Context: an optimization exercise on an open-source flow, tuned for small area, a short achievable clock period and few clock cycles per item. The choices shown serve that exercise and are no tape-out recipe. RTL that was checked went through simulation tests only; none was proved equivalent to the original.

==> inputs of run M <==
==> flow/design.v (excerpt) <==
module muldiv_unit #(
    parameter int WIDTH     = 32,
    parameter int DIV_STEPS = 2
) (
    input  logic             clk,
    input  logic             reset,
    input  logic [3:0]       op,
    input  logic [WIDTH-1:0] src_a,
    input  logic [WIDTH-1:0] src_b,
    input  logic [1:0]       rd_sel,
    output logic             busy,
    output logic [WIDTH-1:0] result
);
export LEC_CHECK = 0
export ABC_AREA = 1
export CAP_MARGIN = 20
export CORE_MARGIN = 2
export CORE_UTILIZATION = 40
export SLEW_MARGIN = 55
create_clock -name core_clock -period 15.0 [get_ports {clk}]
standard.sh (not shown) runs the stock make flow with config.mk's settings and CLKGATE_MAP_FILE= SYNTH_SCRIPT=/design/flow/synth_recipe.tcl, a recipe that flattens the netlist after the stock synthesis.
==> flow/flow/run.sh <==
#!/bin/bash
# The standard layout (the standard.sh, unchanged synthesis and steps), except that the
# port buffers that global placement inserts on every input and output use a plain buf_2
# instead of the delay-cell buffer buffer_ports would otherwise pick.
set -euo pipefail
export BUFFER_PORTS_ARGS="-buffer_cell sky130_fd_sc_hd__buf_2"
bash standard.sh > standard.log 2>&1
==> run C (differences from run M) <==
Settings changed: SLEW_MARGIN 55 to 20.
==> reports/results.env <==
RESULT_OF_THE_RUN='finished clean'
MET3_USAGE_PCT=12.0
SLOWEST_STAGE='o21ai_0'
MOST-COMMON-LAYOUT-CELLS='nand2_1, inv_1, xor2_1, nor2_1, o22ai_1'
ROUTED-VIA-COUNT=36761
GRT_PASS1_VIAS=35433
That was run C.
==> reports/results.env <==
LARGEST_REG_FLOPS=34
RESULT_OF_THE_RUN='finished clean'
GRT_PASS1_VIAS=35532
MET3_USAGE_PCT=11.0
ROUTED-VIA-COUNT=36955
WL_MET2_MM=73.7
That was run M.
Testbench counts of run M, summed over its fixed seeds: cycles 9,800, items 3,200.
Testbench counts of run C, summed over its fixed seeds: cycles 9,800, items 3,200.

==> inputs of build 64 <==
Another version of the RTL of muldiv_unit (not shown whole).
==> flow/config.mk <==
export PLATFORM = sky130hd
export DESIGN_NAME = muldiv_unit
export DESIGN_NICKNAME = muldiv_unit
export VERILOG_FILES = /design/flow/design.v
export SDC_FILE = /design/flow/constraint.sdc
export NUM_CORES = 4
export LEC_CHECK = 0
export ABC_AREA = 1
export CAP_MARGIN = 20
export CORE_MARGIN = 2
export CORE_UTILIZATION = 40
export SLEW_MARGIN = 55
export SYNTH_HIERARCHICAL = 1
==> flow/constraint.sdc <==
create_clock -name core_clock -period 15.0 [get_ports {clk}]
set_input_delay 3.0000 -clock core_clock [delete_from_list [all_inputs] [get_ports {clk}]]
set_output_delay 3.0000 -clock core_clock [all_outputs]
set_load 0.01 [all_outputs]
Scripts as last shown in full above: flow/flow/run.sh
==> trial 23 (differences from build 64) <==
--- a/flow/design.v
+++ b/flow/design.v
@@ -25,13 +25,13 @@
     localparam logic [3:0] OP_MTLO  = 4'd10;
     typedef enum logic [2:0] {IDLE, MUL, ALIGN, DIV, FIX} state_t;
     state_t           state;
     logic [WIDTH-1:0] hi, lo;
     logic [32:0]      x;         
     logic             macc;      
-    logic             bprev;     
+    logic [7:0]       b_one, b_two, b_neg;   
     logic [DW-1:0]    dv;        
     logic [3:0]       cnt;
     logic             sgn, msub, neg_q, neg_r;
     logic is_mul, is_div, is_sgn, is_acc, is_sub;
     always_comb begin
         is_mul = 1'b0; is_div = 1'b0; is_sgn = 1'b0; is_acc = 1'b0; is_sub = 1'b0;
@@ -51,28 +51,32 @@
     logic [48:0]       mt, cs_s, cs_c;
     logic [31:0]       mz;
     logic [32:0]       mh;
     logic [33:0]       mu [8];
     logic [33:0]       mux_row;
     logic [16:0]       mcorr;
+    function automatic logic [23:0] booth_sel(input logic [16:0] c, input logic sub);
+        logic [2:0] bits;
+        for (int k = 0; k < 8; k++) begin
+            bits = c[2*k+2 -: 3];
+            booth_sel[k]      = bits[1] ^ bits[0];
+            booth_sel[8 + k]  = (bits[2] & ~bits[1] & ~bits[0]) | (~bits[2] & bits[1] & bits[0]);
+            booth_sel[16 + k] = bits[2] ^ sub;
+        end
+    endfunction
     always_comb begin
-        logic [2:0]  bits;
-        logic        one, two, neg;
+        logic        one;
         logic [33:0] m, r;
         last_mul = (cnt[0] == 1'b0);
         mh = {~x[32], x[31:0]};
         mcorr = '0;
         for (int k = 0; k < 8; k++) begin
-            bits = (k == 0) ? {lo[1], lo[0], bprev} : {lo[2*k+1], lo[2*k], lo[2*k-1]};
-            one  = bits[1] ^ bits[0];
-            two  = (bits[2] & ~bits[1] & ~bits[0]) | (~bits[2] & bits[1] & bits[0]);
-            neg  = bits[2] ^ msub;
-            m    = ({34{one}} & {dv[32], dv[32:0]}) | ({34{two}} & {dv[32:0], 1'b0});
-            r    = m ^ {34{neg}};
+            m    = ({34{b_one[k]}} & {dv[32], dv[32:0]}) | ({34{b_two[k]}} & {dv[32:0], 1'b0});
+            r    = m ^ {34{b_neg[k]}};
             mu[k] = {~r[33], r[32:0]};
-            mcorr[2*k] = neg;
+            mcorr[2*k] = b_neg[k];
         end
         one = last_mul && !sgn && lo[15];
         r = ({34{one}} & {1'b0, dv[32:0]}) ^ {34{one && msub}};
         mux_row = {~r[33], r[32:0]};
         mcorr[16] = one && msub;
         mz = hi & {WIDTH{last_mul && macc}};
@@ -1157,24 +1161,24 @@
         case (state)
             IDLE: begin
                 if (is_mul) begin
                     x    <= {1'b0, (is_acc ? lo : '0)};
                     macc <= is_acc;
                     dv   <= DW'({is_sgn & src_a[WIDTH-1], src_a});
-                    bprev <= 1'b0;
+                    {b_neg, b_two, b_one} <= booth_sel({src_b[15:0], 1'b0}, is_sub);
                     cnt  <= 4'd1;
                     sgn  <= is_sgn;
                     msub <= is_sub;
                 end else if (is_div) begin
                     sgn  <= is_sgn;
                     dv   <= DW'({src_b == '0, pos_a, pos_b});
                 end
             end
             MUL: begin
                 x     <= mt[48:16];
-                bprev <= lo[15];
+                {b_neg, b_two, b_one} <= booth_sel(lo[31:15], msub);
                 cnt   <= cnt - 1'b1;
             end
             ALIGN: begin
                 dv    <= DW'(mag_b) << shamt;
                 cnt   <= nitr;
                 neg_q <= sgn && (hi[WIDTH-1] ^ lo[WIDTH-1]);
CAP_MARGIN = 45   (was 20)
==> tab_implementation.tex <==
\begin{tabular}{lr}
\hline
Metric & Value \\
\hline
\multicolumn{2}{l}{\textbf{Floorplanning}} \\
Effective utilization at floorplan & 40.3\% \\
\multicolumn{2}{l}{\textbf{Status}} \\
Status & complete, no violations \\
\multicolumn{2}{l}{\textbf{Critical path}} \\
Number of cell instances on the worst register-to-register path & 28 \\
Endpoint type of the worst setup path & flip-flop \\
\multicolumn{2}{l}{\textbf{Final layout}} \\
N\_diodes & 1 \\
\multicolumn{2}{l}{\textbf{Timing}} \\
Achievable frequency & 0.124 GHz \\
\hline
\end{tabular}
[end of results for build 64]
==> tab_implementation.tex <==
\begin{tabular}{lr}
\hline
Metric & Value \\
\hline
\multicolumn{2}{l}{\textbf{Status}} \\
Status & complete, no violations \\
\multicolumn{2}{l}{\textbf{Global route}} \\
GRT Resource Usage Total & 39.1\% \\
\multicolumn{2}{l}{\textbf{Final layout}} \\
Final instance area & 0.0351 mm\^{}2 \\
N\_diodes & 2 \\
\multicolumn{2}{l}{\textbf{Floorplanning}} \\
Effective utilization at floorplan & 40.4\% \\
\multicolumn{2}{l}{\textbf{Critical path}} \\
Endpoint type of the worst setup path & primary output \\
Number of cell instances on the worst register-to-register path & 22 \\
\multicolumn{2}{l}{\textbf{Timing}} \\
Achievable frequency & 0.133 GHz \\
\hline
\end{tabular}
[end of results for trial 23]
Testbench counts of trial 23, summed over its fixed seeds: cycles 9,800, items 3,200.
No functional check of the RTL was part of build 64.

[separate check: timing with driven ports]
No port has a modelled driver above. Below, the same layouts with a new extraction and two added sets of constraints. Step 1: set_driving_cell puts a clkbuf_16 on clk and a buf_2 on each other input, an assumption about the parent block. Step 2 also shifts input and output timing later by t, the mid clock arrival at the registers, as if the neighbouring blocks saw the same clock. Slacks: ideal ports / drivers / drivers and shift; pairs: ideal ports / drivers.
run | t, ns | slack for setup (ns) | hold slack, ns | worst data-port slew with drivers (ns) | pins driven straight from the clock port
run M | 0.536 | 7.513 / 7.513 / 7.513 | 0.582 / 0.582 / 0.582 | 0.06 | 1
run C | 0.534 | 7.215 / 7.215 / 7.215 | 0.583 / 0.583 / 0.583 | 0.06 | 1
build 64 | 0.570 | 6.920 / 6.920 / 6.920 | 0.572 / 0.572 / 0.572 | 0.05 | 1
trial 23 | 0.576 | 7.484 / 7.463 / 7.077 | 0.537 / 0.537 / 0.537 | 0.05 | 1
After both steps setup and hold are still met in every run listed. For trial 23, which loses most, drivers alone change the setup slack by -0.021 ns; drivers and shift together by -0.407 ns.
